Source: an optimization exercise on an open RTL-to-GDS flow (aim: small area, a short achievable clock period and few clock cycles per item). Production flows keep margins and buffers that such runs may drop. At most, simulation tests tie the RTL to the original design; equivalence was not proved.

## run A
==> flow/design.v <==
package cdd_pkg;
  localparam int DayW   = 5;
  localparam int MonW   = 4;
  localparam int YearW  = 14;
  localparam int CountW = 22;
endpackage
import cdd_pkg::*;
module calendar_day_difference
(
  input  logic              clk,
  input  logic              rst_n,
  input  logic              start,
  output logic              busy,
  input  logic [DayW-1:0]   in_first_day,
  input  logic [MonW-1:0]   in_first_month,
  input  logic [YearW-1:0]  in_first_year,
  input  logic [DayW-1:0]   in_second_day,
  input  logic [MonW-1:0]   in_second_month,
  input  logic [YearW-1:0]  in_second_year,
  output logic              out_valid,
  output logic [CountW-1:0] out_day_count
);
  localparam int SumW   = 24;              
  assign busy = 1'b0;
  logic [DayW-1:0]  in_day  [2];
  logic [MonW-1:0]  in_mon  [2];
  logic [YearW-1:0] in_year [2];
  assign in_day[0]  = in_first_day;
  assign in_mon[0]  = in_first_month;
  assign in_year[0] = in_first_year;
  assign in_day[1]  = in_second_day;
  assign in_mon[1]  = in_second_month;
  assign in_year[1] = in_second_year;
  logic [YearW-1:0] s0_year_r [2];
  logic [9:0]       s0_md_r   [2];    
  logic [3:0]       s0_fl_r   [2];    
  for (genvar i = 0; i < 2; i++) begin : g_in
    logic [8:0] mst;                    
    logic       early, f29, c29, c30;
    always_comb begin
      mst =
        (in_mon[i] == 4'd2) ? 9'd31 :
        (in_mon[i] == 4'd3) ? 9'd59 :
        (in_mon[i] == 4'd4) ? 9'd90 :
        (in_mon[i] == 4'd5) ? 9'd120 :
        (in_mon[i] == 4'd6) ? 9'd151 :
        (in_mon[i] == 4'd7) ? 9'd181 :
        (in_mon[i] == 4'd8) ? 9'd212 :
        (in_mon[i] == 4'd9) ? 9'd243 :
        (in_mon[i] == 4'd10) ? 9'd273 :
        (in_mon[i] == 4'd11) ? 9'd304 :
        (in_mon[i] == 4'd12) ? 9'd334 : 9'd0;
      early = (in_mon[i] <= 4'd2) | (in_mon[i] >= 4'd13);
      f29   = (in_mon[i] == 4'd2) & (in_day[i] == 5'd29);
      c29   = (in_mon[i] == 4'd2) & (in_day[i] == 5'd30);
      c30   = (in_day[i] == 5'd31) &
              ((in_mon[i] == 4'd2) | (in_mon[i] == 4'd4) | (in_mon[i] == 4'd6) |
               (in_mon[i] == 4'd9) | (in_mon[i] == 4'd11));
    end
    always_ff @(posedge clk) begin
      s0_year_r[i] <= (in_year[i] == '0) ? YearW'(2000) : in_year[i];
      s0_md_r[i]   <= 10'(mst) + 10'(in_day[i]);
      s0_fl_r[i]   <= {c30, c29, f29, early};
    end
  end
  logic [7:0]  qc   [2];    
  logic [2:0]  cv   [2];    
  for (genvar i = 0; i < 2; i++) begin : g_date
    logic [25:0] prod;      
    logic [11:0] qx;
    logic        mod100, leap, c1, c28, c29, c30;
    always_comb begin
      qx     = s0_year_r[i][YearW-1:2];
      prod   = (26'(qx) << 10) + (26'(qx) << 8) + (26'(qx) << 5) - 26'(qx);
      qc[i]  = prod[22:15];
      mod100 = (prod[14:8] < 7'd5);
      leap   = (s0_year_r[i][1:0] == 2'b00) & (~mod100 | (qc[i][1:0] == 2'b00));
      c1  = s0_fl_r[i][0] & leap;
      c28 = s0_fl_r[i][1] & ~leap;
      c29 = s0_fl_r[i][2];
      c30 = s0_fl_r[i][3];
      cv[i] = {c28 | c29 | c30, c30 | (c29 & c1), c1 ^ c29};
    end
  end
  logic [17:0] s1_y5_nxt;      
  logic [13:0] s1_small_nxt;   
  always_comb begin
    logic [11:0] nx1;
    logic [9:0]  nmd1;
    logic [13:0] sa, sb, sc, sd, ss1, sc1, ss2, sc2;
    nx1  = ~s0_year_r[1][YearW-1:2];
    nmd1 = ~s0_md_r[1];
    s1_y5_nxt    = 18'(s0_year_r[0]) + (18'(s0_year_r[0]) << 2)
                   - 18'(s0_year_r[1]) - (18'(s0_year_r[1]) << 2);
    sa = 14'(s0_year_r[0][YearW-1:2]);
    sb = 14'(nx1);
    sc = 14'(s0_md_r[0]);
    sd = 14'(nmd1);
    ss1 = sa ^ sb ^ sc;
    sc1 = ((sa & sb) | (sa & sc) | (sb & sc)) << 1;
    ss2 = ss1 ^ sc1 ^ sd;
    sc2 = ((ss1 & sc1) | (ss1 & sd) | (sc1 & sd)) << 1;
    s1_small_nxt = ss2 + sc2;
  end
  logic [17:0] s1_y5_r;
  logic [13:0] s1_small_r;
  logic [7:0]  s1_qc_r [2];
  logic [2:0]  s1_cv_r [2];
  always_ff @(posedge clk) begin
    s1_y5_r    <= s1_y5_nxt;
    s1_small_r <= s1_small_nxt;
    s1_qc_r[0] <= qc[0];
    s1_qc_r[1] <= qc[1];
    s1_cv_r[0] <= cv[0];
    s1_cv_r[1] <= cv[1];
  end
  localparam int SmOff = 4095 + 1023;
  localparam int KBase = -73 * (1 << 17) - SmOff - 255 - 63 - 31 - 1;
  logic [SumW-1:0] s2_ysum_nxt;
  logic [9:0]      s2_lsum_nxt;
  always_comb begin
    logic [17:0] y5u;
    logic [13:0] smu;
    logic [7:0]  nq0;
    logic [5:0]  nq1;
    logic [4:0]  cpos, cneg;
    logic [SumW-1:0] r1, r2, r3, r4, kk, ts1, tc1, ts2, tc2, ts3, tc3;
    y5u  = s1_y5_r ^ 18'h20000;
    smu  = s1_small_r;
    r1 = SumW'(y5u);
    r2 = SumW'(y5u) << 3;
    r3 = SumW'(y5u) << 6;
    r4 = SumW'(smu);
    kk = SumW'(KBase);
    ts1 = r1 ^ r2 ^ r3;
    tc1 = ((r1 & r2) | (r1 & r3) | (r2 & r3)) << 1;
    ts2 = ts1 ^ tc1 ^ r4;
    tc2 = ((ts1 & tc1) | (ts1 & r4) | (tc1 & r4)) << 1;
    ts3 = ts2 ^ tc2 ^ kk;
    tc3 = ((ts2 & tc2) | (ts2 & kk) | (tc2 & kk)) << 1;
    s2_ysum_nxt = ts3 + tc3;
    nq0  = ~s1_qc_r[0];
    nq1  = ~s1_qc_r[1][7:2];
    cpos = {s1_cv_r[1][2], s1_cv_r[1][2], s1_cv_r[1][2], s1_cv_r[1][1], s1_cv_r[1][0]};
    cneg = ~{s1_cv_r[0][2], s1_cv_r[0][2], s1_cv_r[0][2], s1_cv_r[0][1], s1_cv_r[0][0]};
    s2_lsum_nxt = 10'(nq0) + 10'(s1_qc_r[0][7:2]) + 10'(s1_qc_r[1]) + 10'(nq1)
                  + 10'(cpos) + 10'(cneg);
  end
  logic [SumW-1:0] s2_ysum_r;
  logic [9:0]      s2_lsum_r;
  always_ff @(posedge clk) begin
    s2_ysum_r <= s2_ysum_nxt;
    s2_lsum_r <= s2_lsum_nxt;
  end
  logic [CountW-1:0] s3_cnt_nxt;
  always_comb begin
    logic [SumW:0] pos, neg;
    logic [SumW-1:0] lsx;
    lsx = SumW'(s2_lsum_r);
    pos = {s2_ysum_r, 1'b1} + {lsx, 1'b1};
    neg = {~s2_ysum_r, 1'b1} + {~lsx, 1'b1};
    if (pos[SumW])
      s3_cnt_nxt = neg[CountW+1] ? {CountW{1'b1}} : neg[CountW:1];
    else
      s3_cnt_nxt = pos[CountW+1] ? {CountW{1'b1}} : pos[CountW:1];
  end
  logic [CountW-1:0] s3_cnt_r;
  always_ff @(posedge clk) begin
    s3_cnt_r <= s3_cnt_nxt;
  end
  logic s0_vld_r, s1_vld_r, s2_vld_r, s3_vld_r;
  always_ff @(posedge clk) begin
    if (!rst_n) begin
      s0_vld_r <= 1'b0;
      s1_vld_r <= 1'b0;
      s2_vld_r <= 1'b0;
      s3_vld_r <= 1'b0;
    end else begin
      s0_vld_r <= start;
      s1_vld_r <= s0_vld_r;
      s2_vld_r <= s1_vld_r;
      s3_vld_r <= s2_vld_r;
    end
  end
  assign out_valid     = s3_vld_r;
  assign out_day_count = s3_cnt_r;
endmodule
==> flow/config.mk <==
export PLATFORM = sky130hd
export DESIGN_NAME = calendar_day_difference
export DESIGN_NICKNAME = calendar_day_difference
export VERILOG_FILES = /design/flow/design.v
export SDC_FILE = /design/flow/constraint.sdc
export NUM_CORES = 4
export LEC_CHECK = 0
export CAP_MARGIN = 20
export CORE_MARGIN = 2
export CORE_UTILIZATION = 65
export SETUP_SLACK_MARGIN = 5
export SLEW_MARGIN = 20
==> flow/constraint.sdc <==
create_clock -name core_clock -period 9.5 [get_ports {clk}]
set_input_delay 1.9000 -clock core_clock [delete_from_list [all_inputs] [get_ports {clk}]]
set_output_delay 1.9000 -clock core_clock [all_outputs]
set_load 0.01 [all_outputs]
run.sh (not shown) runs the stock make flow with config.mk's settings and CLKGATE_MAP_FILE= SYNTH_SCRIPT=/design/flow/synth_recipe.tcl, a recipe that flattens the netlist after the stock synthesis.
Run A completed end to end with timing, DRC and antenna clean.
Testbench counts of run A, summed over its fixed seeds: cycles 16,040, items 16,000.
Changes in run B relative to run A:
# run A
export LEC_CHECK = 0
export CAP_MARGIN = 20
export CORE_MARGIN = 2
export CORE_UTILIZATION = 65
export SETUP_SLACK_MARGIN = 5
export SLEW_MARGIN = 20
create_clock -name core_clock -period 9.5 [get_ports {clk}]
# run B
export LEC_CHECK = 0
export CAP_MARGIN = 20
export CORE_MARGIN = 2
export CORE_UTILIZATION = 40
export SETUP_SLACK_MARGIN = 5
export SLEW_MARGIN = 20
create_clock -name core_clock -period 9.5 [get_ports {clk}]
==> flow/flow/run.sh (new file) <==
#!/bin/bash
# Standard layout; keeps a copy of the scripts it was given.
cp standard.sh standard_sh.log
cp config.mk config_mk.log
bash standard.sh > standard.log 2>&1
==> flow/standard.sh (new file) <==
#!/bin/bash
# synth_recipe.tcl (not shown) runs the flow's synth.tcl, then flattens the netlist and writes it again
# the make line also repeats each setting of config.mk as NAME=value (left out here)
make -C /OpenROAD-flow-scripts/flow DESIGN_CONFIG=/design/flow/config.mk WORK_HOME=/design/flow/orfs CLKGATE_MAP_FILE= SYNTH_SCRIPT=/design/flow/synth_recipe.tcl "${@:-finish}"
removed: flow/run.sh
[summary]
The final reports for run B and run A show core utilization lower in the former. Run B — relative area change from synthesis to final layout 2.6 points higher, run A as reference. Summary of run B over run A: non-clock buffer instance count of the final layout increased 1, highest cell delay on the worst timing path essentially unchanged.
### run B -> run C
==> flow/flow/run.sh <==
#!/bin/bash
# The standard layout (standard.sh, unchanged otherwise), with repair_timing
# aiming 6.5 ns below the clock period instead of 5 ns. The clock period and
# the constraints are the design's.
set -euo pipefail
sed 's/SETUP_SLACK_MARGIN=5 /SETUP_SLACK_MARGIN=6.5 /' standard.sh > standard_m.sh
grep -q 'SETUP_SLACK_MARGIN=6.5 ' standard_m.sh
bash standard_m.sh > standard.log 2>&1
Results
- The higher filler cell count in the final layout came out of run B.
- On routed wire length, the lower figure sits with run B, not run C.
- Cmp run B and run C / shortest period the worst path allows / higher: run B
- Final worst-path cycle share for run C is lower than for run B.
--- input diff run C..run D ---
==> flow/run.sh (new file) <==
#!/bin/bash
# synth_recipe.tcl (not shown) runs the flow's synth.tcl, then flattens the netlist and writes it again
# the make line also repeats each setting of config.mk as NAME=value (left out here)
make -C /OpenROAD-flow-scripts/flow DESIGN_CONFIG=/design/flow/config.mk WORK_HOME=/design/flow/orfs CLKGATE_MAP_FILE= SYNTH_SCRIPT=/design/flow/synth_recipe.tcl finish
removed: flow/flow/run.sh
removed: flow/standard.sh
Notes after the runs:
The core of run D is less densely filled than that of run C.
Final-layout clock buffer total, run C and run D: smaller value in run D
Run D against run C: worst setup slack has decreased, minimum hold slack closely matched the old numbers, delay of the slowest cell on the worst path roughly the same.
Compared with run C, run D shows a wire length of the first global-routing pass that is 7.3% lower.

---

== main ==
Another version of the RTL of calendar_day_difference (not shown whole).
For scale: about 1500 cells after synthesis, about 73 I/O pins, about 14000 um^2 of cells after synthesis.
make LEC_CHECK=0 CAP_MARGIN=20 CORE_MARGIN=2 CORE_UTILIZATION=40 SETUP_SLACK_MARGIN=5 SLEW_MARGIN=20 finish   # period 9.5 ns
Stock flow here: none of the scripts above is used.
main | stages: all done | timing, DRC, antenna: all pass
Changes in the feature branch relative to main:
-- flow/config.mk --
<<< main, line 8
>>> the feature branch, line 8
export ABC_AREA = 1
Notes after the runs:
Compared the feature branch against main; core utilization within noise.
Diff main and the feature branch: number of clock buffers in the layout higher in the feature branch
Startpoint of the most critical setup path: s0_mon_r[1][2] -> the feature branch, s0_mon_r[1][1] -> main
The final area in the feature branch sits 5.9% above the value recorded for main.
Compared with main, in the feature branch fill cell instance count of the final layout shows an increase of 332, adder and majority cell fraction of the synthesized area shows a reduction of 2.3 points, worst setup margin shows an increase of 0.17 ns, post-synthesis to final-layout area growth shows a reduction of 0.78 points.
Of main and the feature branch, the run reporting the lower die height was main.
Global router's overall resource usage was lower in main than in the feature branch.
The feature branch ended with less fraction of area in multi-input gates than main.
No functional check of the RTL was part of any run of this note.

---

calendar_day_difference, a different RTL version from the one above (not shown whole).
Size: roughly 190 flip-flops, roughly 73 I/O pins, about 14,000 µm² of cells after synthesis.
==> flow/config.mk <==
export PLATFORM = sky130hd
export DESIGN_NAME = calendar_day_difference
export DESIGN_NICKNAME = calendar_day_difference
export VERILOG_FILES = /design/flow/design.v
export SDC_FILE = /design/flow/constraint.sdc
export NUM_CORES = 4
export LEC_CHECK = 0
export CAP_MARGIN = 20
export CORE_MARGIN = 2
export CORE_UTILIZATION = 40
export SETUP_SLACK_MARGIN = 5
export SLEW_MARGIN = 20
==> flow/constraint.sdc <==
create_clock -name core_clock -period 9.5 [get_ports {clk}]
set_input_delay 1.9000 -clock core_clock [delete_from_list [all_inputs] [get_ports {clk}]]
set_output_delay 1.9000 -clock core_clock [all_outputs]
set_load 0.01 [all_outputs]
standard.sh (not shown) runs the stock make flow with config.mk's settings and CLKGATE_MAP_FILE= SYNTH_SCRIPT=/design/flow/synth_recipe.tcl, a recipe that flattens the netlist after the stock synthesis.
==> flow/flow/run.sh <==
#!/bin/bash
# The standard layout (standard.sh, unchanged), except that the port
# buffers are made as sky130_fd_sc_hd__buf_1 rather than buffer_ports'
# default pick (a delay cell). make's full output goes to standard.log here;
# each ORFS step also keeps its own log under orfs/logs.
set -euo pipefail
export BUFFER_PORTS_ARGS="-buffer_cell sky130_fd_sc_hd__buf_1"
bash standard.sh > standard.log 2>&1
Testbench counts at the start, summed over its fixed seeds: cycles 16,040, items 16,000.
==> next run, changes <==
==> flow/run.sh (new file) <==
#!/bin/bash
# synth_recipe.tcl (not shown) runs the flow's synth.tcl, then flattens the netlist and writes it again
# the make line also repeats each setting of config.mk as NAME=value (left out here)
make -C /OpenROAD-flow-scripts/flow DESIGN_CONFIG=/design/flow/config.mk WORK_HOME=/design/flow/orfs CLKGATE_MAP_FILE= SYNTH_SCRIPT=/design/flow/synth_recipe.tcl finish
removed: flow/flow/run.sh
removed: flow/standard.sh
Clock-buffer cell count came out higher by 3.
Clock skew hardly moves.
Via count shrinks by 0.60%.
Wire length shrinks by 1.2%.
Worst setup slack gets better by 64 ps.
Cell area grows by 3.1%.
Register-to-register slack improved by 60 ps.

==> what the ideal ports hide <==
The flow's constraints put no driver on any port. The routed layouts listed below were extracted and timed again, unchanged, in two steps.
Step 1 assumes that a clkbuf_16 drives the clock port and a buf_2 every other input.
Step 2 times the ports against the registers' clock, not the clock port: input delays grow and output delays shrink by t, the midpoint of the rising clock arrivals with the driver on.
a / b / c = ideal / step 1 / step 2; a / b = the first two.
run | t (ns) | setup WS [ns] | worst hold slack (ns) | worst data-port slew with drivers (ns)
run A | 0.480 | 5.144 / 5.144 / 4.714 | 0.430 / 0.430 / 0.430 | 0.03
run B | 0.486 | 5.219 / 5.219 / 4.930 | 0.431 / 0.431 / 0.431 | 0.04
run C | 0.478 | 5.733 / 5.733 / 5.442 | 0.434 / 0.434 / 0.434 | 0.06
run D | 0.486 | 5.219 / 5.219 / 4.930 | 0.431 / 0.431 / 0.431 | 0.04
main | 0.493 | 5.256 / 5.256 / 5.256 | 0.438 / 0.438 / 0.438 | 0.04
the feature branch | 0.501 | 5.424 / 5.424 / 5.424 | 0.415 / 0.415 / 0.415 | 0.05
the first run of note 3 | 0.482 | 5.350 / 5.350 / 5.350 | 0.335 / 0.335 / 0.335 | 0.04
the second run of note 3 | 0.476 | 5.414 / 5.414 / 5.414 | 0.331 / 0.331 / 0.331 | 0.04
After both steps setup and hold are still met in every run listed. For run A, which loses most, drivers alone change the setup slack by 0.000 ns; drivers and shift together by -0.430 ns.
